Source: an optimization exercise on an open RTL-to-GDS flow (aim: small area, a short achievable clock period and few clock cycles per item). Production flows keep margins and buffers that such runs may drop.
No run shown here included a check of the RTL's function; only the layout flow was run.
Power and IR drop assume default switching activity.

==> design/flow/design.v <==
package nps_pkg;
  localparam int unsigned DefQueueDepth = 16;
  localparam int unsigned IdW    = 16;
  localparam int unsigned BurstW = 16;
  localparam int unsigned PrioW  = 8;
  localparam int unsigned KindW  = 2;
  localparam int unsigned TimeW  = 20;
  localparam int unsigned SumW   = 24;
  localparam int unsigned DoneW  = 5;
  localparam int unsigned JobW   = IdW + BurstW + PrioW;
  localparam logic OP_ADD   = 1'b0;
  localparam logic OP_START = 1'b1;
  localparam logic [KindW-1:0] KIND_EXEC    = 2'd0;
  localparam logic [KindW-1:0] KIND_ADDED   = 2'd1;
  localparam logic [KindW-1:0] KIND_DROPPED = 2'd2;
  localparam logic [KindW-1:0] KIND_EMPTY   = 2'd3;
  localparam logic [1:0] TK_ADD   = 2'd0;
  localparam logic [1:0] TK_DROP  = 2'd1;
  localparam logic [1:0] TK_EMPTY = 2'd2;
  localparam logic [1:0] TK_START = 2'd3;
endpackage
import nps_pkg::*;
module nonpreemptive_priority_scheduler_unit (
  input  logic              clk,
  input  logic              rst,
  input  logic              jobs_valid,
  output logic              jobs_ready,
  input  logic              jobs_op,
  input  logic [IdW-1:0]    jobs_job_id,
  input  logic [BurstW-1:0] jobs_burst_ms,
  input  logic [PrioW-1:0]  jobs_prio_level,
  output logic              results_valid,
  input  logic              results_ready,
  output logic [KindW-1:0]  results_kind,
  output logic [IdW-1:0]    results_out_id,
  output logic [BurstW-1:0] results_out_burst,
  output logic [PrioW-1:0]  results_out_prio,
  output logic [TimeW-1:0]  results_turnaround,
  output logic [TimeW-1:0]  results_waiting,
  output logic [SumW-1:0]   results_sum_turnaround,
  output logic [SumW-1:0]   results_sum_waiting,
  output logic [DoneW-1:0]  results_jobs_done,
  output logic              results_last
);
  localparam int QD = 16;
  localparam int TD = 3;    
  function automatic logic [1:0] cmp_join(input logic [1:0] hi, input logic [1:0] lo);
    cmp_join = {hi[1] | (hi[0] & lo[1]), hi[0] & lo[0]};
  endfunction
  function automatic logic ge8(input logic [7:0] a, input logic [7:0] b);
    logic [1:0] l0 [8];
    logic [1:0] l1 [4];
    logic [1:0] l2 [2];
    logic [1:0] l3;
    for (int i = 0; i < 8; i++) l0[i] = {a[i] & ~b[i], ~(a[i] ^ b[i])};
    for (int i = 0; i < 4; i++) l1[i] = cmp_join(l0[2*i+1], l0[2*i]);
    for (int i = 0; i < 2; i++) l2[i] = cmp_join(l1[2*i+1], l1[2*i]);
    l3 = cmp_join(l2[1], l2[0]);
    ge8 = l3[1] | l3[0];
  endfunction
  function automatic logic [3:0] inc4(input logic [3:0] a, input logic c);
    logic [3:0] r;
    logic       t;
    t = c;
    for (int i = 0; i < 4; i++) begin
      r[i] = a[i] ^ t;
      t    = t & a[i];
    end
    inc4 = r;
  endfunction
  function automatic logic [3:0] cnt8(input logic [7:0] v);
    logic [1:0] s1 [4];
    logic [2:0] s2 [2];
    for (int i = 0; i < 4; i++) s1[i] = {1'b0, v[2*i]} + {1'b0, v[2*i+1]};
    for (int i = 0; i < 2; i++) s2[i] = {1'b0, s1[2*i]} + {1'b0, s1[2*i+1]};
    cnt8 = {1'b0, s2[0]} + {1'b0, s2[1]};
  endfunction
  function automatic logic [15:0] lowest16(input logic [15:0] v);
    logic [15:0] below;
    below[0] = 1'b0;
    for (int i = 1; i < 16; i++) below[i] = below[i-1] | v[i-1];
    lowest16 = v & ~below;
  endfunction
  function automatic logic [19:0] add20(input logic [19:0] a, input logic [19:0] b);
    logic [19:0] p, g, pp, gg;
    p  = a ^ b;
    g  = a & b;
    pp = p;
    gg = g;
    for (int l = 0; l < 5; l++) begin
      for (int i = 0; i < 20; i++) begin
        if (((i >> l) & 1) == 1) begin
          gg[i] = gg[i] | (pp[i] & gg[((i >> l) << l) - 1]);
          pp[i] = pp[i] & pp[((i >> l) << l) - 1];
        end
      end
    end
    add20 = p ^ {gg[18:0], 1'b0};
  endfunction
  function automatic logic [23:0] add24(input logic [23:0] a, input logic [23:0] b);
    logic [23:0] p, g, pp, gg;
    p  = a ^ b;
    g  = a & b;
    pp = p;
    gg = g;
    for (int l = 0; l < 5; l++) begin
      for (int i = 0; i < 24; i++) begin
        if (((i >> l) & 1) == 1) begin
          gg[i] = gg[i] | (pp[i] & gg[((i >> l) << l) - 1]);
          pp[i] = pp[i] & pp[((i >> l) << l) - 1];
        end
      end
    end
    add24 = p ^ {gg[22:0], 1'b0};
  endfunction
  logic            ready_q;      
  logic            ready_s_q;    
  logic            in_ready;
  logic            i_v;
  logic            i_op;
  logic [PrioW-1:0] i_prio;
  logic [3:0]      i_slot;
  logic [JobW-1:0] in_job;
  logic            acc;
  assign in_job = {jobs_job_id, jobs_burst_ms, jobs_prio_level};
  assign in_ready = ready_q | (ready_s_q & (jobs_op == OP_START));
  assign acc      = jobs_valid & in_ready & ~rst;
  logic [JobW-1:0] q    [QD];
  logic [3:0]      rank [QD];
  logic [JobW-1:0] xq;               
  logic [QD-1:0]   vnew;             
  logic [QD-1:0]   dmask;            
  logic [QD-1:0]   pmask;            
  logic [4:0]      ncnt, dcnt, pcnt, ucnt;
  logic            pv, xv;
  logic            f_n15, f_n14, f_u13, f_u14, f_u15, f_d1, f_d2;
  logic i_add, i_start, full, do_wr, do_drop, do_hand;
  logic n16, wr_now, drop_now;
  logic [QD-1:0] i_oh;
  assign i_add   = i_v & (i_op == OP_ADD);
  assign i_start = i_v & (i_op == OP_START);
  assign full    = ncnt[4];
  assign do_wr   = i_add & ~full;
  assign do_drop = i_add & full;
  assign do_hand = i_start & (ncnt != 5'd0);
  assign n16      = ~i_start & (full | (f_n15 & do_wr));
  assign wr_now   = acc & (jobs_op == OP_ADD) & ~n16;
  assign drop_now = acc & (jobs_op == OP_ADD) & n16;
  always_comb begin
    i_oh = '0;
    i_oh[i_slot] = 1'b1;
  end
  always_ff @(posedge clk) begin
    i_op   <= jobs_op;
    i_prio <= jobs_prio_level;
    i_slot <= a_idx;
    if (rst) i_v <= 1'b0;
    else     i_v <= acc;
  end
  logic [QD-1:0] freem;
  logic [3:0]    a_idx, a_idx_n;
  logic [QD-1:0] a_oh, a_oh_n;
  assign freem = ~(vnew | dmask | pmask | (do_wr ? i_oh : '0) | (wr_now ? a_oh : '0));
  always_comb begin
    a_oh_n = lowest16(freem);
    for (int b = 0; b < 4; b++) begin
      a_idx_n[b] = 1'b0;
      for (int i = 0; i < QD; i++) begin
        if (((i >> b) & 1) == 1) a_idx_n[b] = a_idx_n[b] | a_oh_n[i];
      end
    end
  end
  always_ff @(posedge clk) begin
    a_idx <= a_idx_n;
    a_oh  <= a_oh_n;
  end
  logic [QD-1:0] ge_n, ge_q;
  logic          c2_v, c3_v;
  logic [3:0]    c2_slot;
  logic [QD-1:0] c2_oh, c3_oh;
  logic [QD-1:0] inc;
  logic [3:0]    ph_lo, ph_hi;
  logic [3:0]    psum;
  logic          pz;
  always_comb begin
    for (int i = 0; i < QD; i++) ge_n[i] = vnew[i] & ge8(q[i][PrioW-1:0], i_prio);
  end
  always_comb begin
    c2_oh = '0;
    c2_oh[c2_slot] = 1'b1;
    inc  = c2_v ? (vnew & ~c2_oh & ~ge_q) : '0;
    psum = ph_lo + ph_hi;
    pz   = (ph_lo == 4'd0) && (ph_hi == 4'd0);
  end
  always_ff @(posedge clk) begin
    if (rst) begin
      c2_v <= 1'b0;
      c3_v <= 1'b0;
    end else begin
      c2_v <= do_wr;
      c3_v <= c2_v;
    end
    ge_q    <= ge_n;
    c2_slot <= i_slot;
    c3_oh   <= c2_oh;
    ph_lo   <= cnt8(ge_q[7:0]);
    ph_hi   <= cnt8(ge_q[15:8]);
  end
  always_ff @(posedge clk) begin
    for (int i = 0; i < QD; i++) begin
      if (wr_now && a_oh[i]) q[i] <= in_job;
      if ((c3_v && c3_oh[i]) || inc[i]) begin
        rank[i] <= inc4((c3_v && c3_oh[i]) ? psum : rank[i], inc[i]);
      end
    end
    if (drop_now) xq <= in_job;
  end
  logic [1:0] tk_cnt;
  logic [1:0] tk_type [TD];
  logic [3:0] tk_slot [TD];
  logic [1:0] n_type;
  logic       push, pop;
  assign push   = i_v;
  assign n_type = (i_op == OP_START) ? ((ncnt == 5'd0) ? TK_EMPTY : TK_START)
                                     : (full ? TK_DROP : TK_ADD);
  logic        h_v, h_add, h_drop, h_start;
  logic [3:0]  h_slot;
  logic [3:0]  k;
  logic        adv, r_adv, p_adv, rd_go, drn_last, fin;
  logic [QD-1:0] rsel;
  logic [JobW-1:0] rdata;
  logic             p_v;
  logic [KindW-1:0] p_kind;
  logic [JobW-1:0]  p_job;
  logic             p_last, p_exec;
  logic [DoneW-1:0] p_done;
  logic             r_v;
  logic [KindW-1:0] r_kind;
  logic [JobW-1:0]  r_job;
  logic             r_last, r_exec;
  logic [DoneW-1:0] r_done;
  logic [TimeW-1:0] r_tat;
  logic             o_v;
  logic [KindW-1:0] o_kind;
  logic [JobW-1:0]  o_job;
  logic [TimeW-1:0] o_tat, o_wait;
  logic [SumW-1:0]  o_stat, o_swt;
  logic [DoneW-1:0] o_done;
  logic             o_last;
  logic        h_v_q, h_add_q, h_drop_q, h_start_q;
  logic        h_v_n;
  logic [1:0]  h_type_n;
  assign h_v     = h_v_q;
  assign h_add   = h_add_q;
  assign h_drop  = h_drop_q;
  assign h_start = h_start_q;
  assign h_slot  = tk_slot[0];
  assign adv     = ~o_v | results_ready;
  assign r_adv   = ~r_v | adv;
  assign p_adv   = ~p_v | r_adv;
  assign rd_go   = p_adv & h_v;
  assign drn_last = f_d1;
  assign fin     = rd_go & h_start & drn_last;
  assign pop     = rd_go & (~h_start | drn_last);
  always_comb begin
    rdata = h_drop ? xq : '0;
    for (int i = 0; i < QD; i++) begin
      rsel[i] = (h_add & (h_slot == 4'(i))) |
                (h_start & dmask[i] & ((c3_v && c3_oh[i]) ? ((k == 4'd0) & pz) : (rank[i] == k)));
      rdata   = rdata | (rsel[i] ? q[i] : '0);
    end
  end
  logic [1:0]    tk_cnt_n;
  logic [QD-1:0] vnew_n, dmask_n, pmask_n;
  logic [4:0]    ncnt_n, dcnt_n, pcnt_n, ucnt_n;
  logic          pv_n, xv_n;
  always_comb begin
    tk_cnt_n = tk_cnt + 2'(push) - 2'(pop);
    h_v_n    = (tk_cnt_n != 2'd0);
    if (tk_cnt == 2'(pop))  h_type_n = n_type;
    else if (pop)           h_type_n = tk_type[1];
    else                    h_type_n = tk_type[0];
    vnew_n = vnew;
    ncnt_n = ncnt;
    if (i_start) begin
      vnew_n = '0;
      ncnt_n = 5'd0;
    end else if (do_wr) begin
      vnew_n = vnew | i_oh;
      ncnt_n = ncnt + 5'd1;
    end
    ucnt_n = ucnt + 5'(do_wr) - 5'(rd_go & h_start);
    dmask_n = dmask;
    dcnt_n  = dcnt;
    pmask_n = pmask;
    pcnt_n  = pcnt;
    pv_n    = pv;
    if (rd_go && h_start) begin
      dmask_n = dmask & ~rsel;
      dcnt_n  = dcnt - 5'd1;
    end
    if (fin && pv) begin
      dmask_n = pmask;
      dcnt_n  = pcnt;
      pmask_n = '0;
      pcnt_n  = 5'd0;
      pv_n    = 1'b0;
    end
    if (do_hand) begin
      if ((~f_d1 & ~f_d2 || fin) && !pv) begin
        dmask_n = vnew;
        dcnt_n  = ncnt;
      end else begin
        pmask_n = vnew;
        pcnt_n  = ncnt;
        pv_n    = 1'b1;
      end
    end
    xv_n = xv;
    if (rd_go && h_drop) xv_n = 1'b0;
    if (drop_now)        xv_n = 1'b1;
  end
  logic add_e, start_e, w_e, drop_e, full2, fifo_ok, slot_ok, pm_ok;
  logic n15, rd_drn;
  logic [2:0] cpp;
  always_comb begin
    add_e   = acc & (jobs_op == OP_ADD);
    start_e = acc & (jobs_op == OP_START);
    rd_drn  = rd_go & h_start;
    n15     = ~i_start & ((f_n15 & ~do_wr) | (f_n14 & do_wr));
    w_e     = add_e & ~n16;
    drop_e  = add_e & n16;
    full2   = ~start_e & (n16 | (n15 & w_e));
    cpp     = 3'(tk_cnt) + 3'(push);
    fifo_ok = (cpp <= 3'd1) | ((cpp == 3'd2) & (pop | ~acc)) | ((cpp == 3'd3) & pop & ~acc);
    slot_ok = full2 ? ~xv_n
                    : (f_u13 | (f_u14 & ~(do_wr & w_e)) | (f_u15 & ~do_wr & ~w_e));
    pm_ok   = ~pv_n & ~(start_e & (do_hand | pv | f_d2 | (f_d1 & ~rd_drn)));
  end
  always_ff @(posedge clk) begin
    if (rst) begin
      ready_q <= 1'b1;
      ready_s_q <= 1'b1;
      tk_cnt  <= 2'd0;
      vnew    <= '0;
      dmask   <= '0;
      pmask   <= '0;
      ncnt    <= 5'd0;
      dcnt    <= 5'd0;
      pcnt    <= 5'd0;
      ucnt    <= 5'd0;
      pv      <= 1'b0;
      xv      <= 1'b0;
      k       <= 4'd0;
      f_n15   <= 1'b0;
      f_n14   <= 1'b0;
      f_u13   <= 1'b1;
      f_u14   <= 1'b0;
      f_u15   <= 1'b0;
      f_d1    <= 1'b0;
      f_d2    <= 1'b0;
      h_v_q     <= 1'b0;
      h_add_q   <= 1'b0;
      h_drop_q  <= 1'b0;
      h_start_q <= 1'b0;
    end else begin
      h_v_q     <= h_v_n;
      h_add_q   <= h_v_n & (h_type_n == TK_ADD);
      h_drop_q  <= h_v_n & (h_type_n == TK_DROP);
      h_start_q <= h_v_n & (h_type_n == TK_START);
      f_n15   <= (ncnt_n == 5'd15);
      f_n14   <= (ncnt_n == 5'd14);
      f_u13   <= (ucnt_n <= 5'd13);
      f_u14   <= (ucnt_n == 5'd14);
      f_u15   <= (ucnt_n == 5'd15);
      f_d1    <= (dcnt_n == 5'd1);
      f_d2    <= (dcnt_n >= 5'd2);
      ready_q <= fifo_ok & slot_ok & pm_ok;
      ready_s_q <= fifo_ok & pm_ok;
      tk_cnt  <= tk_cnt_n;
      vnew    <= vnew_n;
      dmask   <= dmask_n;
      pmask   <= pmask_n;
      ncnt    <= ncnt_n;
      dcnt    <= dcnt_n;
      pcnt    <= pcnt_n;
      ucnt    <= ucnt_n;
      pv      <= pv_n;
      xv      <= xv_n;
      if (rd_go && h_start) k <= drn_last ? 4'd0 : k + 4'd1;
    end
  end
  always_ff @(posedge clk) begin
    for (int j = 0; j < TD; j++) begin
      if (pop) begin
        if (j < TD - 1) begin
          tk_type[j] <= tk_type[j+1];
          tk_slot[j] <= tk_slot[j+1];
        end
      end
      if (push && (2'(j) == tk_cnt - 2'(pop))) begin
        tk_type[j] <= n_type;
        tk_slot[j] <= i_slot;
      end
    end
  end
  always_ff @(posedge clk) begin
    if (rst)        p_v <= 1'b0;
    else if (p_adv) p_v <= h_v;
    if (rd_go) begin
      p_job  <= rdata;
      p_last <= ~h_start | drn_last;
      p_exec <= h_start;
      p_done <= h_start ? (5'(k) + 5'd1) : 5'd0;
      p_kind <= h_start ? KIND_EXEC : (h_add ? KIND_ADDED : (h_drop ? KIND_DROPPED : KIND_EMPTY));
    end
  end
  always_ff @(posedge clk) begin
    if (rst)        r_v <= 1'b0;
    else if (r_adv) r_v <= p_v;
    if (r_adv && p_v) begin
      r_job  <= p_job;
      r_last <= p_last;
      r_exec <= p_exec;
      r_done <= p_done;
      r_kind <= p_kind;
    end
    if (rst) begin
      r_tat <= '0;
    end else if (r_adv && p_v) begin
      r_tat <= p_exec ? add20(r_tat, TimeW'(p_job[PrioW +: BurstW])) : '0;
    end
  end
  always_ff @(posedge clk) begin
    if (rst)      o_v <= 1'b0;
    else if (adv) o_v <= r_v;
    if (adv && r_v) begin
      o_kind <= r_kind;
      o_job  <= r_job;
      o_last <= r_last;
      o_done <= r_done;
      o_tat  <= r_tat;
      o_wait <= r_exec ? o_tat : '0;
      o_swt  <= r_exec ? o_stat : '0;
    end
    if (rst) begin
      o_stat <= '0;
    end else if (adv && r_v) begin
      o_stat <= r_exec ? add24(o_stat, SumW'(r_tat)) : '0;
    end
  end
  assign jobs_ready             = in_ready;
  assign results_valid          = o_v;
  assign results_kind           = o_kind;
  assign results_out_id         = o_job[BurstW+PrioW +: IdW];
  assign results_out_burst      = o_job[PrioW +: BurstW];
  assign results_out_prio       = o_job[PrioW-1:0];
  assign results_turnaround     = o_tat;
  assign results_waiting        = o_wait;
  assign results_sum_turnaround = o_stat;
  assign results_sum_waiting    = o_swt;
  assign results_jobs_done      = o_done;
  assign results_last           = o_last;
endmodule
==> design/flow/flow/run.sh <==
#!/bin/bash
# The standard layout (standard.sh), with two changes passed to ORFS through its
# own variables: the port buffers use a plain buffer cell, and clock tree
# synthesis inserts no dummy loads. Everything else is the standard flow.
set -euo pipefail
export BUFFER_PORTS_ARGS="-buffer_cell sky130_fd_sc_hd__buf_4"
export CTS_ARGS="-sink_clustering_enable -repair_clock_nets -dont_use_dummy_load -buf_list sky130_fd_sc_hd__clkbuf_16 -sink_clustering_size 30 -sink_clustering_max_diameter 70"
bash standard.sh > standard_flow.log 2>&1
==> design/flow/standard.sh <==
#!/bin/bash
# synth_recipe.tcl (not shown) runs the flow's synth.tcl, then flattens the netlist and writes it again
# the make line also repeats each setting of config.mk as NAME=value (left out here)
make -C /OpenROAD-flow-scripts/flow DESIGN_CONFIG=/design/flow/config.mk WORK_HOME=/design/flow/orfs CLKGATE_MAP_FILE= SYNTH_SCRIPT=/design/flow/synth_recipe.tcl "${@:-finish}"
==> design/flow/config.mk <==
export PLATFORM = sky130hd
export DESIGN_NAME = nonpreemptive_priority_scheduler_unit
export DESIGN_NICKNAME = nonpreemptive_priority_scheduler_unit
export VERILOG_FILES = /design/flow/design.v
export SDC_FILE = /design/flow/constraint.sdc
export NUM_CORES = 4
export LEC_CHECK = 0
export CAP_MARGIN = 20
export CORE_MARGIN = 2
export CORE_UTILIZATION = 40
export PLACE_DENSITY = 0.6
export SETUP_SLACK_MARGIN = 2.6
export SLEW_MARGIN = 20
==> design/flow/constraint.sdc <==
create_clock -name core_clock -period 5.0 [get_ports {clk}]
set_input_delay 1.0000 -clock core_clock [delete_from_list [all_inputs] [get_ports {clk}]]
set_output_delay 1.0000 -clock core_clock [all_outputs]
set_load 0.01 [all_outputs]
==> results of run 1 <==
[synth_stat cells (all sizes together) (17+ instances only)]
cell type  count  share of area
a22oi        189          0.029
clkbuf       119         0.0092
a21oi         96         0.0098
a222oi        40         0.0082
mux2          35         0.0081
nand3        111          0.011
buf           29         0.0026
nor3          34         0.0037
a21o          17         0.0026
a221oi        68          0.012
o21ai         60         0.0062
xnor2         88          0.016
dfxtp        218          0.089
mux2i         26         0.0053
ha           243          0.062
o31ai         21         0.0032
and2          68         0.0087
xor2          34         0.0061
nor2b         25         0.0032
o21a         128          0.020
edfxtp       970           0.60
inv           79         0.0061
a22o          36         0.0065
nand2        247          0.019
fa            19         0.0078
nand4         28         0.0036
nor2         115         0.0088
and3          44         0.0056
[worst max-delay path: cells and delay by family, from the launching register on]
kind	cells	cell delay, ps
compound gates	7	1490
fa+ha+maj	3	720
flops	1	520
simple gates	3	420
[timing repair]
| action | CTS | global route |
|---|---|---|
| setup endpoints to repair | 1003 | 270 |
| cloned | 31 | 11 |
| buffers inserted | 162 | 61 |
| resized for setup | 435 | 234 |
| pin swaps | 167 | 205 |
[cell type report]
type | count | area (um^2) | share of cell area
Sequential cell | 1188 | 33500 | 0.551
Tap cell | 1625 | 2030 | 0.0334
Antenna cell | 1 | 2.50 | 0.0000411
Timing Repair Buffer | 516 | 5990 | 0.0983
Multi-Input combinational cell | 1945 | 17200 | 0.283
Clock buffer | 70 | 1750 | 0.0288
Inverter | 80 | 344 | 0.00565
Timing Repair inverter | 1 | 8.76 | 0.000144
[flip-flops by register name, summed over array words and instances (netlist names), 20 cells and up]
signal  cells
q         640
rank       64
o_job      40
p_job      40
r_job      40
xq         40
o_stat     24
o_swt      24
o_tat      20
o_wait     20
r_tat      20
[per-layer routing]
metal | vias up | share of wire | track usage
li1 | 13878 | - | -
met4 | 6 | 0.034 | 0.0660
met2 | 1497 | 0.46 | 0.359
met3 | 248 | 0.094 | 0.0450
met5 | - | 0.00025 | 0
met1 | 15717 | 0.42 | 0.323
[cell families after synthesis]
logic type / Yosys count / synth area share
flip-flops: 1188 / 0.686
AND/OR/NAND/NOR: 750 / 0.0773
AO/OA/AOI/OAI: 743 / 0.113
adder cells (fa/ha/maj): 263 / 0.0703
buffers and inverters: 228 / 0.0179
XOR/XNOR: 122 / 0.0219
multiplexers: 61 / 0.0134
[path summary, 6_finish.rpt]
check / endpoint / slack (ps)
setup reg to reg: r_tat[17]$_SDFFE_PP0P_ / 1690
hold / removal: i_slot[2]$_DFF_P_ / 330
setup / recovery: r_tat[17]$_SDFFE_PP0P_ / 1690
hold reg to reg: i_slot[2]$_DFF_P_ / 330
[where the power goes]
group / leakage (nW) / internal, mW / switching [mW] / total, mW
logic: 10.1 / 1.47 / 2.05 / 3.52
registers: 10.5 / 11.5 / 0.490 / 12.0
clock network: 0.863 / 2.49 / 3.08 / 5.57
==> flow_summary.rst, run 1 <==
.. list-table::
   :header-rows: 1

   * - Metric
     - Value
   * - Core footprint
     - 121000 um^2
   * - Count of yosys warnings during synthesis
     - 57
   * - Final setup slack of the worst path
     - 1690 ps
   * - Worst Setup Slack post-DPL
     - 1190 ps
   * - Source of the critical timing path
     - p_job[8]$_DFFE_PP_
   * - DRC errors left
     - 0
   * - Average cell area after synthesis
     - 14.5 um^2
   * - Share of cells above drive strength 1
     - 0.292
   * - Cell repeated most along the worst path
     - sky130_fd_sc_hd__a21o_1
   * - DIE HEIGHT
     - 353 um
   * - Arrival time reported for the critical path endpoint
     - 3870 ps
   * - Number of global-route vias before repair
     - 29.9k
   * - Post-placement cell area
     - 53000 um^2
   * - Number of antenna-violating nets in the routed design
     - 0
   * - Sequential cell area fraction in the yosys report
     - 0.686
   * - Maximum number of pins on one net before global-route repair
     - 74
   * - Insertion delay to the later sink of the worst-skew pair
     - 700 ps
   * - Via count normalized by instance count
     - 5.78
   * - Req. time, crit path
     - 5560 ps
   * - Maximum count of clock buffers along a single path
     - 3
   * - Post-detailed-placement half-perimeter wirelength
     - 80200 um
   * - Count of flip-flops with a built-in enable after synthesis
     - 970
   * - Number of slew-limit violations in the final report
     - 0
   * - Hold buffer count at CTS
     - 0
   * - Area growth syn-to-layout
     - 24.8%
   * - Largest driver fanout on the critical path
     - 3
   * - Tightest Pin Transition
     - 1060 ps
   * - Leakage Power
     - 21.5 nW
   * - PwrDens
     - 346 nW/um^2
   * - Filler cell count in the final layout
     - 10.2k
   * - Total Die Area
     - 125000 um^2
   * - Critical setup path kind
     - flop to flop
   * - Setup-violating endpoint count in the final report
     - 0
   * - Max Fclk
     - 302 MHz
   * - Vias
     - 31.3k
   * - Final hold slack
     - 332 ps
   * - Count of cells along the worst register-to-register path
     - 13
   * - Std cell rows
     - 128
   * - Library cell used as clock root buffer
     - sky130_fd_sc_hd__clkbuf_16
   * - Most frequent cells in the layout
     - 970 x sky130_fd_sc_hd__edfxtp_1, 300 x sky130_fd_sc_hd__buf_4, 218 x sky130_fd_sc_hd__nand2_1
   * - DR iter-0 viols
     - 3682
   * - Distinct cells, synth
     - 75
   * - RSZ-0062 raised after global routing
     - yes
   * - Headroom to the max-slew limit
     - 0.287
   * - Weighted congestion reported at the end of routability-driven placement
     - 0.866
   * - Worst Clk Skew
     - 114 ps
   * - Slowest cell delay on critical path
     - 520 ps
   * - Master of the slowest instance on the critical path
     - sky130_fd_sc_hd__edfxtp_1
   * - Number of detailed-route iterations in the first pass
     - 8
   * - Die width
     - 353 um
   * - Final min period
     - 3310 ps
   * - Total congestion overflow after global routing
     - 0
   * - IO buf count
     - 182
   * - CP Capture Type
     - flop
   * - Accumulated negative setup slack
     - 0 ps
   * - Placed Instances
     - 5090
   * - Leading cell type in the layout, fill and taps excluded
     - sky130_fd_sc_hd__edfxtp_1
   * - Level count of the clock H-tree
     - 3
   * - Fin nets
     - 4109
   * - Flop and latch count out of synthesis
     - 1188
   * - Ys flop type
     - sky130_fd_sc_hd__edfxtp_1
   * - Antenna violations before repair
     - 6
   * - Async set-or-reset flop fraction in the synthesized netlist
     - 0
   * - Run status
     - no timing/DRC/antenna violations
   * - Clock transition time at the flip-flop clock pins of the worst setup and hold paths
     - 110 ps
   * - Routed length per instance
     - 27.6 um
   * - Cells traversed along the worst timing path
     - ha_2, fa_2, a21o_1, a21o_1, a2111oi_4, nor3_4, o211a_1, o31a_1, or2_4, ha_4, nor2b_1, o21ai_1, a21oi_1
   * - Final Routed Wirelength
     - 150000 um
   * - Final count of hold timing violations
     - 0
   * - End-of-flow core utilization
     - 0.502
   * - Net count after synthesis
     - 3662
   * - Post-Syn Area
     - 48800 um^2
   * - Global router's overall resource usage
     - 0.229
   * - Effective utilization at floorplan
     - 0.402
   * - Type of element launching the critical path
     - flop
   * - Hold depth
     - 0
   * - Post-Layout Inst Area
     - 60900 um^2
   * - Launch instance of the worst register-to-register path
     - p_job[8]$_DFFE_PP_
   * - Worst IR Drop VDD
     - 0.300 mV
   * - Wire length of the first global-routing pass
     - 210000 um
   * - TritonCTS Buffers
     - 70
   * - Clock tree from TritonCTS
     - built
   * - Num Clock Sinks
     - 1188
   * - Max-cap check violation count
     - 0
   * - Total I/O pin count
     - 183
   * - Startpoint of the tightest hold check path
     - a_idx[2]$_DFF_P_
   * - Worst hold-check path type
     - flop to flop
   * - Period Utilization, post-route
     - 0.662
   * - Total power consumption of the routed design
     - 21.1 mW
   * - Finished Layout Cells
     - 5426
   * - Gate Count Post-Synth
     - 3355
==> inputs of run 2 (changes only) <==
--- a/design/flow/config.mk
+++ b/design/flow/config.mk
@@ -8,6 +8,6 @@
 export CAP_MARGIN = 20
 export CORE_MARGIN = 2
-export CORE_UTILIZATION = 40
-export PLACE_DENSITY = 0.6
+export CORE_UTILIZATION = 55
+export PLACE_DENSITY = 0.7
 export SETUP_SLACK_MARGIN = 2.6
 export SLEW_MARGIN = 20
==> run 2 against run 1 <==
Worst hold slack improved by 2.7 ps. Largest cell class unchanged. Via count rose by 6.3%. First-iteration DRC count rose by 21%. Utilization rose by 18 points. Largest power group unchanged. Synthesized cell count did not move. Final cell count fell by 8.3%. Sequential cell count did not move. Clock skew fell by 7.9 ps. Total power fell by 1.8%. Combinational power rose by 7.4%.
==> flow_summary.rst, run 2 <==
.. list-table::
   :header-rows: 1

   * - Metric
     - Value
   * - Fin nets
     - 4120
   * - Std cell rows
     - 109
   * - Post-Layout Inst Area
     - 60100 um^2
   * - Via count normalized by instance count
     - 6.69
   * - Cells traversed along the worst timing path
     - ha_2, fa_2, a21o_1, a21o_1, a2111oi_4, nor3_2, o211a_1, o31a_1, or2_4, ha_4, nand3_2, a21oi_1
   * - Leading cell type in the layout, fill and taps excluded
     - sky130_fd_sc_hd__edfxtp_1
   * - DIE HEIGHT
     - 302 um
   * - Tightest Pin Transition
     - 1200 ps
   * - Most frequent cells after synthesis
     - 970 x sky130_fd_sc_hd__edfxtp_1, 247 x sky130_fd_sc_hd__nand2_1, 243 x sky130_fd_sc_hd__ha_1, 218 x sky130_fd_sc_hd__dfxtp_1, 189 x sky130_fd_sc_hd__a22oi_1
   * - Share of cells above drive strength 1
     - 0.283
   * - Total I/O pin count
     - 183
   * - Largest register FFs
     - 640
   * - Area growth syn-to-layout
     - 23.1%
   * - Arrival time reported for the critical path endpoint
     - 3850 ps
   * - Final min period
     - 3260 ps
   * - Final Routed Wirelength
     - 153000 um
   * - Run status
     - no timing/DRC/antenna violations
   * - Setup slack of the worst register-to-register path
     - 1740 ps
   * - Max Fclk
     - 307 MHz
   * - Register with the most flip-flops
     - q
   * - Hold depth
     - 0
   * - DR iter-0 viols
     - 4465
   * - Library cell used as clock root buffer
     - sky130_fd_sc_hd__clkbuf_16
   * - Level count of the clock H-tree
     - 2
   * - Distinct cells, synth
     - 75
   * - Die width
     - 302 um
   * - Launch instance of the worst register-to-register path
     - p_job[8]$_DFFE_PP_
   * - Worst-case hold path end point
     - i_slot[3]$_DFF_P_
   * - Worst hold-check path type
     - flop to flop
   * - Number of global-route vias before repair
     - 32.6k
   * - Count of flip-flops with a built-in enable after synthesis
     - 970
   * - Top-area cell type share of the netlist area
     - 0.597
   * - Count leader, synth
     - sky130_fd_sc_hd__edfxtp_1
   * - DRC errors left
     - 0
   * - Net count after synthesis
     - 3662
   * - Master of the slowest instance on the critical path
     - sky130_fd_sc_hd__edfxtp_1
   * - Cell type with the highest aggregate area in the netlist
     - sky130_fd_sc_hd__edfxtp_1
   * - Average cell area after synthesis
     - 14.5 um^2
   * - Startpoint of the tightest hold check path
     - a_idx[3]$_DFF_P_
   * - Final count of hold timing violations
     - 0
   * - Insertion delay to the later sink of the worst-skew pair
     - 700 ps
   * - Post-placement cell area
     - 52400 um^2
   * - CP Capture Type
     - flop
   * - Critical setup path kind
     - flop to flop
   * - Internal power contribution
     - 15.0 mW
   * - PwrDens
     - 344 nW/um^2
   * - Num Clock Sinks
     - 1188
   * - Vias
     - 33.3k
   * - RSZ-0062 raised after global routing
     - yes
   * - Total congestion overflow after global routing
     - 0
   * - Top cells by area, synth
     - sky130_fd_sc_hd__edfxtp_1 60%, sky130_fd_sc_hd__dfxtp_1 8.9%, sky130_fd_sc_hd__ha_1 6.2%
   * - Clock transition time at the flip-flop clock pins of the worst setup and hold paths
     - 110 ps
   * - Worst Clk Skew
     - 106 ps
   * - Accumulated negative setup slack
     - 0 ps
   * - IO buf count
     - 182
   * - Max-cap check violation count
     - 0
   * - Number of detailed-route iterations in the first pass
     - 8
   * - Maximum count of clock buffers along a single path
     - 3
   * - Worst IR Drop VDD
     - 0.315 mV
   * - Post-Syn Area
     - 48800 um^2
   * - Weighted congestion reported at the end of routability-driven placement
     - 0.900
   * - Total Die Area
     - 91100 um^2
   * - Period Utilization, post-route
     - 0.651
   * - Wire length of the first global-routing pass
     - 218000 um
   * - Flop and latch count out of synthesis
     - 1188
   * - Antenna violations before repair
     - 3
   * - Async set-or-reset flop fraction in the synthesized netlist
     - 0
   * - Critical register-to-register path endpoint
     - r_tat[16]$_SDFFE_PP0P_
   * - Number of antenna-violating nets in the routed design
     - 0
   * - Global router's overall resource usage
     - 0.328
   * - Largest driver fanout on the critical path
     - 3
   * - Ys flop type
     - sky130_fd_sc_hd__edfxtp_1
   * - Gate Count Post-Synth
     - 3355
   * - Number of slew-limit violations in the final report
     - 0
   * - Maximum number of pins on one net before global-route repair
     - 84
   * - Headroom to the max-slew limit
     - 0.197
   * - Req. time, crit path
     - 5600 ps
   * - Most frequent cells in the layout
     - 970 x sky130_fd_sc_hd__edfxtp_1, 329 x sky130_fd_sc_hd__buf_4, 229 x sky130_fd_sc_hd__nand2_1
   * - Part of the total power dissipated in sequential elements
     - 0.581
   * - Core footprint
     - 88100 um^2
   * - Share of total power in combinational logic
     - 0.183
   * - Setup-violating endpoint count in the final report
     - 0
   * - Count of cells along the worst register-to-register path
     - 12
   * - Switching pwr
     - 5.67 mW
   * - Routed length per instance
     - 30.8 um
   * - Count of yosys warnings during synthesis
     - 57
   * - Clock network fraction of total power
     - 0.236
   * - Sequential cell area fraction in the yosys report
     - 0.686
   * - Clock tree from TritonCTS
     - built
   * - Cell repeated most along the worst path
     - sky130_fd_sc_hd__a21o_1
   * - Largest registers in the final layout
     - q x640, rank x64
   * - Effective utilization at floorplan
     - 0.554
   * - Leakage Power
     - 21.4 nW
   * - Post-detailed-placement half-perimeter wirelength
     - 77000 um
   * - Type of element launching the critical path
     - flop
   * - Slowest cell delay on critical path
     - 560 ps
   * - Net switching share of the total power
     - 0.274
   * - TritonCTS Buffers
     - 55
## run 2: cell types whose count changed in the layout (fill, tap and decap cells not counted), sizes merged, moves of 2 or more
cell	before	now
a2111o	4	8
a32o	19	36
and2	71	69
buf	504	511
clkbuf	79	59
inv	74	76
## run 2: layer usage
| metal | vias to the layer above | part of all wire | track usage | wire, um |
|---|---|---|---|---|
| met5 | - | 0.000085 | 0 | 13 |
| met4 | 2 | 0.058 | 0.158 | 8890 |
| met1 | 16485 | 0.36 | 0.426 | 55400 |
| li1 | 13976 | - | - | - |
| met2 | 2307 | 0.46 | 0.525 | 70600 |
| met3 | 545 | 0.12 | 0.0776 | 18700 |
## run 2: power by group through the flow
stage	combinational [mW]	clock [mW]	sequential [mW]
after floorplan	1.77	0	11.9
after global placement	2.51	0	12.2
after detailed placement	2.60	0	12.2
after CTS	3.45	4.89	12.0
after global routing	3.98	5.21	12.1
final	3.78	4.89	12.0
## run 2: metrics by stage
step            util  hold WS, ps  total power, mW  cells  setup WS (ps)
2_1_floorplan      -          310             13.7   3355           1130
3_3_place_gp   0.595          322             14.7   4618           1210
3_5_place_dp   0.595          318             14.8   4618           1160
4_1_cts        0.668          337             20.3   4913           1790
5_1_grt        0.682          345             21.3   4976           1630
6_report       0.682          335             20.7   4977           1740
## run 2: worst max-delay path by stage
| stage | slack [ps] | depth (start not counted) | from | to |
|---|---|---|---|---|
| after floorplan | 1130 | 9 | rst | a_idx[3]$_DFF_P_ |
| final | 1740 | 12 | p_job[8]$_DFFE_PP_ | r_tat[16]$_SDFFE_PP0P_ |
| after global placement | 1210 | 10 | results_ready | f_d2$_SDFF_PP0_ |
| after detailed placement | 1160 | 9 | results_ready | f_d2$_SDFF_PP0_ |
| after global routing | 1630 | 13 | p_job[8]$_DFFE_PP_ | r_tat[17]$_SDFFE_PP0P_ |
| after CTS | 1790 | 12 | p_job[8]$_DFFE_PP_ | r_tat[16]$_SDFFE_PP0P_ |
## run 2: kinds of logic (layout without fill, tap and decap cells)
family                   Yosys count  count (layout)  share of synthesized area
AO/OA/AOI/OAI                    743             767                      0.113
XOR/XNOR                         122             122                     0.0219
adder cells (fa/ha/maj)          263             263                     0.0703
buffers and inverters            228             656                     0.0179
flip-flops                      1188            1188                      0.686
multiplexers                      61              61                     0.0134
other                              0               1                          0
AND/OR/NAND/NOR                  750             754                     0.0773
## run 2: worst max-delay path: cells and delay by family, from the launching register on
| kind | cells | cell delay (ps) |
|---|---|---|
| fa+ha+maj | 3 | 860 |
| compound gates | 6 | 1360 |
| flops | 1 | 560 |
| simple gates | 3 | 390 |
## run 2: timing repair
action                     in CTS  in global routing
pin swaps                     220                188
hold buffers                    0                  0
gates resized for setup       454                155
setup buffers                 192                 59
gates cloned                   48                  4
setup endpoints to repair     907                347
## run 2: final cells by class
type | count | area (um^2)
antenna | 1 | 2.50
clock buffer | 55 | 1380
fill | 5720 | 28000
inverter | 80 | 348
multi-input combinational | 1967 | 17600
sequential | 1188 | 33600
tap | 1165 | 1460
timing repair buffer | 519 | 5730
timing repair inverter | 2 | 17.5
==> inputs of run 3 (changes only) <==
--- a/design/flow/design.v
+++ b/design/flow/design.v
@@ -70,9 +70,30 @@
   endfunction
   function automatic logic [3:0] cnt8(input logic [7:0] v);
-    logic [1:0] s1 [4];
-    logic [2:0] s2 [2];
-    for (int i = 0; i < 4; i++) s1[i] = {1'b0, v[2*i]} + {1'b0, v[2*i+1]};
-    for (int i = 0; i < 2; i++) s2[i] = {1'b0, s1[2*i]} + {1'b0, s1[2*i+1]};
-    cnt8 = {1'b0, s2[0]} + {1'b0, s2[1]};
+    logic [7:0] s;
+    logic       t;
+    s = v;
+    t = s[0] & s[1]; s[0] = s[0] | s[1]; s[1] = t;
+    t = s[2] & s[3]; s[2] = s[2] | s[3]; s[3] = t;
+    t = s[4] & s[5]; s[4] = s[4] | s[5]; s[5] = t;
+    t = s[6] & s[7]; s[6] = s[6] | s[7]; s[7] = t;
+    t = s[0] & s[2]; s[0] = s[0] | s[2]; s[2] = t;
+    t = s[1] & s[3]; s[1] = s[1] | s[3]; s[3] = t;
+    t = s[4] & s[6]; s[4] = s[4] | s[6]; s[6] = t;
+    t = s[5] & s[7]; s[5] = s[5] | s[7]; s[7] = t;
+    t = s[1] & s[2]; s[1] = s[1] | s[2]; s[2] = t;
+    t = s[5] & s[6]; s[5] = s[5] | s[6]; s[6] = t;
+    t = s[0] & s[4]; s[0] = s[0] | s[4]; s[4] = t;
+    t = s[1] & s[5]; s[1] = s[1] | s[5]; s[5] = t;
+    t = s[2] & s[6]; s[2] = s[2] | s[6]; s[6] = t;
+    t = s[3] & s[7]; s[3] = s[3] | s[7]; s[7] = t;
+    t = s[2] & s[4]; s[2] = s[2] | s[4]; s[4] = t;
+    t = s[3] & s[5]; s[3] = s[3] | s[5]; s[5] = t;
+    t = s[1] & s[2]; s[1] = s[1] | s[2]; s[2] = t;
+    t = s[3] & s[4]; s[3] = s[3] | s[4]; s[4] = t;
+    t = s[5] & s[6]; s[5] = s[5] | s[6]; s[6] = t;
+    cnt8[3] = s[7];
+    cnt8[2] = s[3] & ~s[7];
+    cnt8[1] = (s[1] & ~s[3]) | (s[5] & ~s[7]);
+    cnt8[0] = (s[0] & ~s[1]) | (s[2] & ~s[3]) | (s[4] & ~s[5]) | (s[6] & ~s[7]);
   endfunction
   function automatic logic [15:0] lowest16(input logic [15:0] v);
@@ -88,10 +109,8 @@
     pp = p;
     gg = g;
-    for (int l = 0; l < 5; l++) begin
-      for (int i = 0; i < 20; i++) begin
-        if (((i >> l) & 1) == 1) begin
-          gg[i] = gg[i] | (pp[i] & gg[((i >> l) << l) - 1]);
-          pp[i] = pp[i] & pp[((i >> l) << l) - 1];
-        end
+    for (int d = 1; d < 20; d = d * 2) begin
+      for (int i = 19; i >= d; i--) begin
+        gg[i] = gg[i] | (pp[i] & gg[i-d]);
+        pp[i] = pp[i] & pp[i-d];
       end
     end
@@ -104,10 +123,8 @@
     pp = p;
     gg = g;
-    for (int l = 0; l < 5; l++) begin
-      for (int i = 0; i < 24; i++) begin
-        if (((i >> l) & 1) == 1) begin
-          gg[i] = gg[i] | (pp[i] & gg[((i >> l) << l) - 1]);
-          pp[i] = pp[i] & pp[((i >> l) << l) - 1];
-        end
+    for (int d = 1; d < 24; d = d * 2) begin
+      for (int i = 23; i >= d; i--) begin
+        gg[i] = gg[i] | (pp[i] & gg[i-d]);
+        pp[i] = pp[i] & pp[i-d];
       end
     end
==> design/flow/flow/run.sh (replaced) <==
#!/bin/bash
# The standard layout (standard.sh), with two changes passed to ORFS through its
# own variables: the port buffers use a plain buffer cell, and clock tree
# synthesis inserts no dummy loads. Everything else is the standard flow.
set -euo pipefail
export BUFFER_PORTS_ARGS="-buffer_cell sky130_fd_sc_hd__buf_4"
export CTS_ARGS="-sink_clustering_enable -repair_clock_nets -dont_use_dummy_load -buf_list sky130_fd_sc_hd__clkbuf_16 -sink_clustering_size 30 -sink_clustering_max_diameter 60"
bash standard.sh > standard_flow.log 2>&1
--- a/design/flow/config.mk
+++ b/design/flow/config.mk
@@ -8,6 +8,6 @@
 export CAP_MARGIN = 20
 export CORE_MARGIN = 2
-export CORE_UTILIZATION = 55
-export PLACE_DENSITY = 0.7
-export SETUP_SLACK_MARGIN = 2.6
+export CORE_UTILIZATION = 40
+export PLACE_DENSITY = 0.6
+export SETUP_SLACK_MARGIN = 2.3
 export SLEW_MARGIN = 20
==> run 3 against run 2 <==
Still clean on timing, DRC and antenna. Non-clock buffer count down 70. Area after synthesis grew 0.84%. First-iteration DRC count fell by 26%. Highest routed layer unchanged. Critical path type unchanged. Critical path depth decreased by 1.
==> flow_summary.rst, run 3 <==
.. list-table::
   :header-rows: 1

   * - Metric
     - Value
   * - Maximum number of pins on one net before global-route repair
     - 56
   * - Core footprint
     - 122000 um^2
   * - Library cell used as clock root buffer
     - sky130_fd_sc_hd__clkbuf_16
   * - Async set-or-reset flop fraction in the synthesized netlist
     - 0
   * - Worst IR Drop VDD
     - 0.291 mV
   * - Gate Count Post-Synth
     - 3507
   * - Net count after synthesis
     - 3794
   * - Die width
     - 355 um
   * - Antenna violations before repair
     - 8
   * - CP top delay family
     - simple AND/OR/NAND/NOR gates
   * - Critical register-to-register path endpoint
     - a_idx[1]$_DFF_P_
   * - Leakage Power
     - 21.3 nW
   * - Number of antenna-violating nets in the routed design
     - 0
   * - Number of slew-limit violations in the final report
     - 0
   * - Post-Layout Inst Area
     - 59700 um^2
   * - Arrival time reported for the critical path endpoint
     - 3810 ps
   * - Largest register FFs
     - 640
   * - Final count of hold timing violations
     - 0
   * - Ys flop type
     - sky130_fd_sc_hd__edfxtp_1
   * - Period Utilization, post-route
     - 0.634
   * - Share of cells above drive strength 1
     - 0.242
   * - PwrDens
     - 372 nW/um^2
   * - Accumulated negative setup slack
     - 0 ps
   * - CP Capture Type
     - flop
   * - Simple-gate area share of the yosys netlist
     - 0.0875
   * - Final min period
     - 3170 ps
   * - Top-area cell type share of the netlist area
     - 0.592
   * - Weighted congestion reported at the end of routability-driven placement
     - 0.856
   * - Filler cell count in the final layout
     - 10.3k
   * - Distinct cells, synth
     - 79
   * - DR iter-0 viols
     - 3304
   * - Clock tree from TritonCTS
     - built
   * - Std cell rows
     - 128
   * - Launch instance of the worst register-to-register path
     - i_slot[1]$_DFF_P_
   * - Most frequent cells in the layout
     - 970 x sky130_fd_sc_hd__edfxtp_1, 346 x sky130_fd_sc_hd__buf_4, 234 x sky130_fd_sc_hd__nand2_1
   * - Max Fclk
     - 315 MHz
   * - Switching pwr
     - 5.82 mW
   * - Flop and latch count out of synthesis
     - 1188
   * - IO buf count
     - 182
   * - Req. time, crit path
     - 5640 ps
   * - Area growth syn-to-layout
     - 21.2%
   * - Via count normalized by instance count
     - 5.81
   * - Number of buffers and inverters on the critical path
     - 2
   * - Final Routed Wirelength
     - 148000 um
   * - Post-Syn Area
     - 49200 um^2
   * - Clock network fraction of total power
     - 0.307
   * - Sequential cell area fraction in the yosys report
     - 0.680
   * - Count of yosys warnings during synthesis
     - 53
   * - Master of the slowest instance on the critical path
     - sky130_fd_sc_hd__or4_4
   * - Total I/O pin count
     - 183
   * - Number of detailed-route iterations in the first pass
     - 7
   * - Slowest cell delay on critical path
     - 540 ps
   * - Mux share of post-synthesis cell area
     - 0.0144
   * - Worst Clk Skew
     - 85.1 ps
   * - Share of total power in combinational logic
     - 0.153
   * - Run status
     - no timing/DRC/antenna violations
   * - Most frequent cells after synthesis
     - 970 x sky130_fd_sc_hd__edfxtp_1, 249 x sky130_fd_sc_hd__nand2_1, 238 x sky130_fd_sc_hd__ha_1, 218 x sky130_fd_sc_hd__dfxtp_1, 190 x sky130_fd_sc_hd__a22oi_1
   * - Total Die Area
     - 126000 um^2
   * - Worst Setup Slack post-DPL
     - 1180 ps
   * - Max-cap check violation count
     - 0
   * - Setup-violating endpoint count in the final report
     - 0
   * - Headroom to the max-slew limit
     - 0.257
   * - Startpoint of the tightest hold check path
     - a_idx[2]$_DFF_P_
   * - Count of flip-flops with a built-in enable after synthesis
     - 970
   * - Insertion delay to the later sink of the worst-skew pair
     - 730 ps
   * - Internal power contribution
     - 16.4 mW
   * - Cells traversed along the worst timing path
     - buf_6, inv_4, ha_4, or3b_4, a2111oi_4, a2111oi_4, or4_4, or4_4, and4bb_1, nor4_2, or4b_1
   * - Maximum count of clock buffers along a single path
     - 3
   * - Tightest Pin Transition
     - 1110 ps
   * - Xor and xnor area share after synthesis
     - 0.0222
   * - Effective utilization at floorplan
     - 0.404
   * - RSZ-0062 raised after global routing
     - yes
   * - Largest driver fanout on the critical path
     - 5
   * - Type of element launching the critical path
     - flop
   * - Register with the most flip-flops
     - q
   * - Global router's overall resource usage
     - 0.227
   * - TritonCTS Buffers
     - 101
   * - Complex-gate fraction of the synthesized area
     - 0.116
   * - Total congestion overflow after global routing
     - 0
   * - Final setup slack of the worst path
     - 1830 ps
   * - Combinational family with the most area after synthesis
     - compound AO/OA/AOI/OAI gates
   * - Count of cells along the worst register-to-register path
     - 11
   * - Number of global-route vias before repair
     - 30.9k
   * - Net switching share of the total power
     - 0.262
   * - DRC errors left
     - 0
   * - Average cell area after synthesis
     - 14.0 um^2
   * - Largest registers in the final layout
     - q x640, rank x64
   * - Post-placement cell area
     - 53700 um^2
   * - Fin nets
     - 4202
   * - Count leader, synth
     - sky130_fd_sc_hd__edfxtp_1
   * - Area of the multi-input gates
     - 17000 um^2
   * - Top cells by area, synth
     - sky130_fd_sc_hd__edfxtp_1 59%, sky130_fd_sc_hd__dfxtp_1 8.9%, sky130_fd_sc_hd__ha_1 6.0%
   * - DIE HEIGHT
     - 355 um
   * - Worst-case hold path end point
     - i_slot[2]$_DFF_P_
   * - Setup slack of the worst register-to-register path
     - 1830 ps
   * - Hold depth
     - 0
   * - Clock transition time at the flip-flop clock pins of the worst setup and hold paths
     - 70 ps
   * - Wire length of the first global-routing pass
     - 211000 um
   * - Area share of fa/ha/maj cells after synthesis
     - 0.0627
   * - Hold buffer count at CTS
     - 0
   * - Level count of the clock H-tree
     - 3
   * - Reg area
     - 33500 um^2
   * - Post-detailed-placement half-perimeter wirelength
     - 83800 um
   * - Critical setup path kind
     - flop to flop
   * - Routed length per instance
     - 26.8 um
   * - Vias
     - 32.2k
   * - Worst hold-check path type
     - flop to flop
   * - Num Clock Sinks
     - 1188
   * - Final hold slack
     - 326 ps
   * - Part of the total power dissipated in sequential elements
     - 0.540
   * - Leading cell type in the layout, fill and taps excluded
     - sky130_fd_sc_hd__edfxtp_1
   * - Cell type with the highest aggregate area in the netlist
     - sky130_fd_sc_hd__edfxtp_1
run 3: cell count changes after synthesis, sizes merged, moves of 15 or more:
cell	delta
a21oi	+50
a211oi	+28
xor2	+58
nor2	+45
o21ai	+66
nand2b	+20
nor3	+18
fa	-15
nand4	-18
xnor2	-55
nor4	+19
nand3	-19
inv	-20
o21a	-93
run 3: metrics by stage:
step           utilization  cells  power, mW
3_5_place_dp         0.440   5245       14.9
4_1_cts              0.480   5475       22.0
2_1_floorplan            -   3507       13.6
5_1_grt              0.490   5538       23.0
3_3_place_gp         0.440   5244       14.8
6_report             0.490   5539       22.2
run 3: layout make-up:
cell class | instances | area share
clock buffers | 101 | 0.0424
repair inverters | 1 | 0.000147
diodes | 1 | 0.0000419
inverters | 61 | 0.00478
multi-input cells | 2113 | 0.285
flip-flops and latches | 1188 | 0.562
well taps | 1625 | 0.0341
repair buffers | 449 | 0.0713
run 3: timing repair:
item                                    CTS  global route
buffers inserted                        119            56
cloned                                   10             7
resized for setup                       222           111
pin swaps                               118           123
endpoints found under the setup margin  425           377
run 3: cell families after synthesis:
kind of cell / Yosys count
adder cells (fa/ha/maj): 245
multiplexers: 66
AND/OR/NAND/NOR: 858
buffers and inverters: 214
XOR/XNOR: 125
flip-flops: 1188
AO/OA/AOI/OAI: 811
run 3: power by group through the flow:
stage                     clock network [mW]  registers [mW]  logic, mW
after floorplan                            0            11.9       1.73
after global placement                     0            12.2       2.67
after detailed placement                   0            12.2       2.69
after CTS                               6.93            12.0       3.10
after global routing                    7.28            12.0       3.65
final                                   6.82            12.0       3.39
run 3: per-layer routing:
layer / routed length, um / GRT usage
met5: 82 / 0
met4: 4720 / 0.0688
met3: 13000 / 0.0454
met2: 68300 / 0.359
met1: 62400 / 0.316
run 3: worst max path at each step:
stage / endpoint / cells past startpoint / slack (ps) / startpoint
after CTS: a_idx[1]$_DFF_P_ / 11 / 1830 / i_slot[1]$_DFF_P_
after floorplan: a_idx[1]$_DFF_P_ / 10 / 740 / rst
final: a_idx[1]$_DFF_P_ / 11 / 1830 / i_slot[1]$_DFF_P_
after detailed placement: a_idx[1]$_DFF_P_ / 10 / 1180 / jobs_op
after global routing: a_idx[1]$_DFF_P_ / 11 / 1750 / i_slot[1]$_DFF_P_
after global placement: a_idx[1]$_DFF_P_ / 10 / 1200 / rst
==> inputs of run 4 (changes only) <==
--- a/design/flow/design.v
+++ b/design/flow/design.v
@@ -103,31 +103,33 @@
     lowest16 = v & ~below;
   endfunction
-  function automatic logic [19:0] add20(input logic [19:0] a, input logic [19:0] b);
-    logic [19:0] p, g, pp, gg;
+  function automatic logic [12:0] add12c(input logic [11:0] a, input logic [11:0] b,
+                                         input logic ci);
+    logic [11:0] p, g, pp, gg;
     p  = a ^ b;
     g  = a & b;
+    g[0] = g[0] | (p[0] & ci);
     pp = p;
     gg = g;
-    for (int d = 1; d < 20; d = d * 2) begin
-      for (int i = 19; i >= d; i--) begin
+    for (int d = 1; d < 12; d = d * 2) begin
+      for (int i = 11; i >= d; i--) begin
         gg[i] = gg[i] | (pp[i] & gg[i-d]);
         pp[i] = pp[i] & pp[i-d];
       end
     end
-    add20 = p ^ {gg[18:0], 1'b0};
+    add12c = {gg[11], p ^ {gg[10:0], ci}};
+  endfunction
+  function automatic logic [19:0] add20(input logic [19:0] a, input logic [19:0] b);
+    logic [12:0] lo, h0, h1;
+    lo = add12c({2'b00, a[9:0]}, {2'b00, b[9:0]}, 1'b0);
+    h0 = add12c({2'b00, a[19:10]}, {2'b00, b[19:10]}, 1'b0);
+    h1 = add12c({2'b00, a[19:10]}, {2'b00, b[19:10]}, 1'b1);
+    add20 = {(lo[10] ? h1[9:0] : h0[9:0]), lo[9:0]};
   endfunction
   function automatic logic [23:0] add24(input logic [23:0] a, input logic [23:0] b);
-    logic [23:0] p, g, pp, gg;
-    p  = a ^ b;
-    g  = a & b;
-    pp = p;
-    gg = g;
-    for (int d = 1; d < 24; d = d * 2) begin
-      for (int i = 23; i >= d; i--) begin
-        gg[i] = gg[i] | (pp[i] & gg[i-d]);
-        pp[i] = pp[i] & pp[i-d];
-      end
-    end
-    add24 = p ^ {gg[22:0], 1'b0};
+    logic [12:0] lo, h0, h1;
+    lo = add12c(a[11:0], b[11:0], 1'b0);
+    h0 = add12c(a[23:12], b[23:12], 1'b0);
+    h1 = add12c(a[23:12], b[23:12], 1'b1);
+    add24 = {(lo[12] ? h1[11:0] : h0[11:0]), lo[11:0]};
   endfunction
   logic            ready_q;      
==> run 4 against run 3 <==
Worst hold slack lost 9.5 ps. Largest cell class unchanged. Setup slack gained 96 ps. Sequential cell count is the same. Clock power grew 1%. Global-route usage grew 0.31 points. Critical endpoint is now r_tat[14]$_SDFFE_PP0P_. First-iteration DRC count grew 25%. Sequential share of layout area shrank 0.67 points.
==> flow_summary.rst, run 4 <==
.. list-table::
   :header-rows: 1

   * - Metric
     - Value
   * - Run status
     - no timing/DRC/antenna violations
   * - Post-Syn Area
     - 49200 um^2
   * - Finished Layout Cells
     - 5538
   * - Simple-gate area share of the yosys netlist
     - 0.0847
   * - Mux share of post-synthesis cell area
     - 0.0103
   * - Async set-or-reset flop fraction in the synthesized netlist
     - 0
   * - Most frequent cells after synthesis
     - 970 x sky130_fd_sc_hd__edfxtp_1, 269 x sky130_fd_sc_hd__nand2_1, 240 x sky130_fd_sc_hd__ha_1, 218 x sky130_fd_sc_hd__dfxtp_1, 179 x sky130_fd_sc_hd__a22oi_1
   * - Fin nets
     - 4200
   * - Insertion delay to the later sink of the worst-skew pair
     - 710 ps
   * - Area growth syn-to-layout
     - 22.8%
   * - Req. time, crit path
     - 5540 ps
   * - Worst Setup Slack post-DPL
     - 1310 ps
   * - Largest driver fanout on the critical path
     - 3
   * - Largest registers in the final layout
     - q x640, rank x64
   * - Worst hold-check path type
     - flop to flop
   * - Filler cell count in the final layout
     - 10.3k
   * - Period Utilization, post-route
     - 0.615
   * - Cell repeated most along the worst path
     - sky130_fd_sc_hd__buf_4
   * - Post-detailed-placement half-perimeter wirelength
     - 84200 um
   * - Final setup slack of the worst path
     - 1930 ps
   * - Final min period
     - 3070 ps
   * - Leading cell type in the layout, fill and taps excluded
     - sky130_fd_sc_hd__edfxtp_1
   * - Routed length per instance
     - 27.9 um
   * - RSZ-0062 raised after global routing
     - yes
   * - DIE HEIGHT
     - 355 um
   * - Slowest cell delay on critical path
     - 550 ps
   * - Setup-violating endpoint count in the final report
     - 0
   * - Final Routed Wirelength
     - 154000 um
   * - Post-Layout Inst Area
     - 60400 um^2
   * - Total congestion overflow after global routing
     - 0
   * - Distinct cells, synth
     - 90
   * - Global router's overall resource usage
     - 0.230
   * - Reg area
     - 33500 um^2
   * - Clock transition time at the flip-flop clock pins of the worst setup and hold paths
     - 90 ps
   * - DR iter-0 viols
     - 4120
   * - Vias
     - 32.5k
   * - Number of slew-limit violations in the final report
     - 0
   * - PwrDens
     - 366 nW/um^2
   * - CP Capture Type
     - flop
   * - Max Fclk
     - 325 MHz
   * - Sequential cell area fraction in the yosys report
     - 0.681
   * - Cell type with the highest aggregate area in the netlist
     - sky130_fd_sc_hd__edfxtp_1
   * - Launch instance of the worst register-to-register path
     - p_job[8]$_DFFE_PP_
   * - Gate Count Post-Synth
     - 3489
   * - Antenna violations before repair
     - 10
   * - Complex-gate fraction of the synthesized area
     - 0.118
   * - Leakage Power
     - 21.6 nW
   * - Count of flip-flops with a built-in enable after synthesis
     - 970
   * - Net count after synthesis
     - 3778
   * - Std cell rows
     - 128
   * - Number of antenna-violating nets in the routed design
     - 0
   * - Post-placement cell area
     - 52900 um^2
   * - Most frequent cells in the layout
     - 970 x sky130_fd_sc_hd__edfxtp_1, 318 x sky130_fd_sc_hd__buf_4, 256 x sky130_fd_sc_hd__nand2_1
   * - End-of-flow core utilization
     - 0.496
   * - Maximum count of clock buffers along a single path
     - 3
   * - Worst IR Drop VDD
     - 0.294 mV
   * - Critical setup path kind
     - flop to flop
   * - Startpoint of the tightest hold check path
     - a_idx[2]$_DFF_P_
   * - Top cells by area, synth
     - sky130_fd_sc_hd__edfxtp_1 59%, sky130_fd_sc_hd__dfxtp_1 8.9%, sky130_fd_sc_hd__ha_1 6.1%
   * - TritonCTS Buffers
     - 102
   * - Top-area cell type share of the netlist area
     - 0.592
   * - Ys flop type
     - sky130_fd_sc_hd__edfxtp_1
   * - DRC errors left
     - 0
   * - Placed Instances
     - 5209
   * - Level count of the clock H-tree
     - 3
   * - Master of the slowest instance on the critical path
     - sky130_fd_sc_hd__edfxtp_1
   * - Core footprint
     - 122000 um^2
   * - Total Die Area
     - 126000 um^2
   * - Largest register FFs
     - 640
   * - Num Clock Sinks
     - 1188
   * - IO buf count
     - 182
   * - Total I/O pin count
     - 183
   * - Count leader, synth
     - sky130_fd_sc_hd__edfxtp_1
   * - Effective utilization at floorplan
     - 0.404
   * - Hold buffer count at CTS
     - 0
   * - Xor and xnor area share after synthesis
     - 0.0235
   * - Number of detailed-route iterations in the first pass
     - 6
   * - Combinational family with the most area after synthesis
     - compound AO/OA/AOI/OAI gates
   * - Tightest Pin Transition
     - 1230 ps
   * - Via count normalized by instance count
     - 5.87
   * - Max-cap check violation count
     - 0
   * - Weighted congestion reported at the end of routability-driven placement
     - 0.853
   * - Source of the critical timing path
     - p_job[8]$_DFFE_PP_
   * - Share of cells above drive strength 1
     - 0.241
   * - Average cell area after synthesis
     - 14.1 um^2
   * - Maximum number of pins on one net before global-route repair
     - 120
   * - Type of element launching the critical path
     - flop
   * - Accumulated negative setup slack
     - 0 ps
   * - Wire length of the first global-routing pass
     - 212000 um
   * - Count of yosys warnings during synthesis
     - 53
   * - Headroom to the max-slew limit
     - 0.180
   * - Cells traversed along the worst timing path
     - ha_2, fa_2, a211oi_2, o21bai_2, o2111ai_2, buf_4, a221oi_4, buf_4, or3_4, a31oi_4, xor2_1, o22ai_1
   * - Register with the most flip-flops
     - q
   * - Worst Clk Skew
     - 94.8 ps
   * - Final count of hold timing violations
     - 0
   * - Flop and latch count out of synthesis
     - 1188
   * - Die width
     - 355 um
   * - Library cell used as clock root buffer
     - sky130_fd_sc_hd__clkbuf_16
   * - Number of global-route vias before repair
     - 30.4k
   * - Clock tree from TritonCTS
     - built
   * - Area share of fa/ha/maj cells after synthesis
     - 0.0633
   * - Arrival time reported for the critical path endpoint
     - 3620 ps
   * - Area of the multi-input gates
     - 16700 um^2
run 4: changes by cell type in the layout (fill, tap and decap cells not counted), moves of 16 or more:
cell	previous run	this run
sky130_fd_sc_hd__nor3_1	48	27
sky130_fd_sc_hd__buf_4	346	318
sky130_fd_sc_hd__nand2_1	234	256
sky130_fd_sc_hd__buf_12	41	67
sky130_fd_sc_hd__nand3_1	63	93
sky130_fd_sc_hd__a211oi_2	19	2
sky130_fd_sc_hd__buf_16	1	20
sky130_fd_sc_hd__a22oi_1	155	139
run 4: layout make-up:
cell class              instances  share of cell area
clock buffers                 102              0.0423
flip-flops and latches       1188               0.555
inverters                      74             0.00584
repair buffers                468              0.0867
diodes                          4            0.000166
multi-input cells            2077               0.276
well taps                    1625              0.0337
run 4: cell families (layout without fill, tap and decap cells):
group,Yosys count,in the layout
flip-flops,1188,1188
AND/OR/NAND/NOR,841,842
AO/OA/AOI/OAI,807,811
adder cells (fa/ha/maj),247,247
buffers and inverters,229,644
XOR/XNOR,131,131
multiplexers,46,46
other,0,4
run 4: power breakdown:
group | leakage, nW | internal [mW] | total [mW] | switching [mW]
sequential | 10.5 | 11.5 | 12.0 | 0.525
clock | 1.26 | 3.56 | 6.90 | 3.34
combinational | 9.78 | 1.28 | 3.20 | 1.92
run 4: metrics by stage:
step / hold WS (ps) / power, mW
finish: 317 / 22.1
global route: 320 / 22.8
CTS: 316 / 21.9
detailed placement: 312 / 14.7
global placement: 313 / 14.7
floorplan: 310 / 13.5
run 4: final timing paths:
| check | to | slack, ps | depth (start not counted) |
|---|---|---|---|
| max | r_tat[14]$_SDFFE_PP0P_ | 1930 | 12 |
| min | i_slot[2]$_DFF_P_ | 320 | 0 |
| max reg2reg | r_tat[14]$_SDFFE_PP0P_ | 1930 | 12 |
| min reg2reg | i_slot[2]$_DFF_P_ | 320 | 0 |
run 4: layer usage:
| metal | vias to the layer above | wire, um | track usage |
|---|---|---|---|
| li1 | 14322 | - | - |
| met1 | 16199 | 62800 | 0.321 |
| met2 | 1690 | 71100 | 0.367 |
| met3 | 301 | 15100 | 0.0405 |
| met4 | 6 | 5170 | 0.0688 |
| met5 | - | 43 | 0 |
run 4: repair_timing:
action | 4_1_cts | 5_1_grt
endpoints found under the setup margin | 282 | 190
setup buffers | 91 | 93
pin swaps | 114 | 147
cloned | 24 | 15
gates resized for setup | 251 | 190
run 4: worst max-delay path, delay by kind of cell, from the launching register on:
kind                       cells  cell delay [ps]
AOI/OAI and AO/OA              6              870
xor gates and xnor gates       1              150
adders and majority gates      2              640
buffers and inverters          2              350
DFF                            1              550
and+or+nand+nor                1              350

## separate check: timing with driven ports
The flow's constraints put no driver on any port. The routed layouts listed below were extracted and timed again, unchanged, in two steps.
Step 1 (the two cells are an assumption about what drives the block):
set clk [get_ports {clk}]
set_driving_cell -lib_cell sky130_fd_sc_hd__clkbuf_16 $clk
set_driving_cell -lib_cell sky130_fd_sc_hd__buf_2 [delete_from_list [all_inputs] $clk]
Step 2, shift: input delay + t, output delay - t, t = (earliest + latest rising clock arrival at the registers) / 2. This alone moves slack from input paths to output paths.
Three values: ideal ports, drivers, drivers and shift; two values: the first two.
run	t, ns	slack for setup (ns)	worst slew at a driven data input, ns
run 1	0.699	1.689 / 1.689 / 1.483	0.16
run 2	0.714	1.745 / 1.745 / 1.399	0.11
run 3	0.752	1.829 / 1.829 / 1.201	0.16
run 4	0.734	1.925 / 1.925 / 1.551	0.18
After both steps setup and hold are still met in every run listed. The setup slack of run 3, which loses most, moves by 0.000 ns with the drivers and by -0.628 ns with both steps.
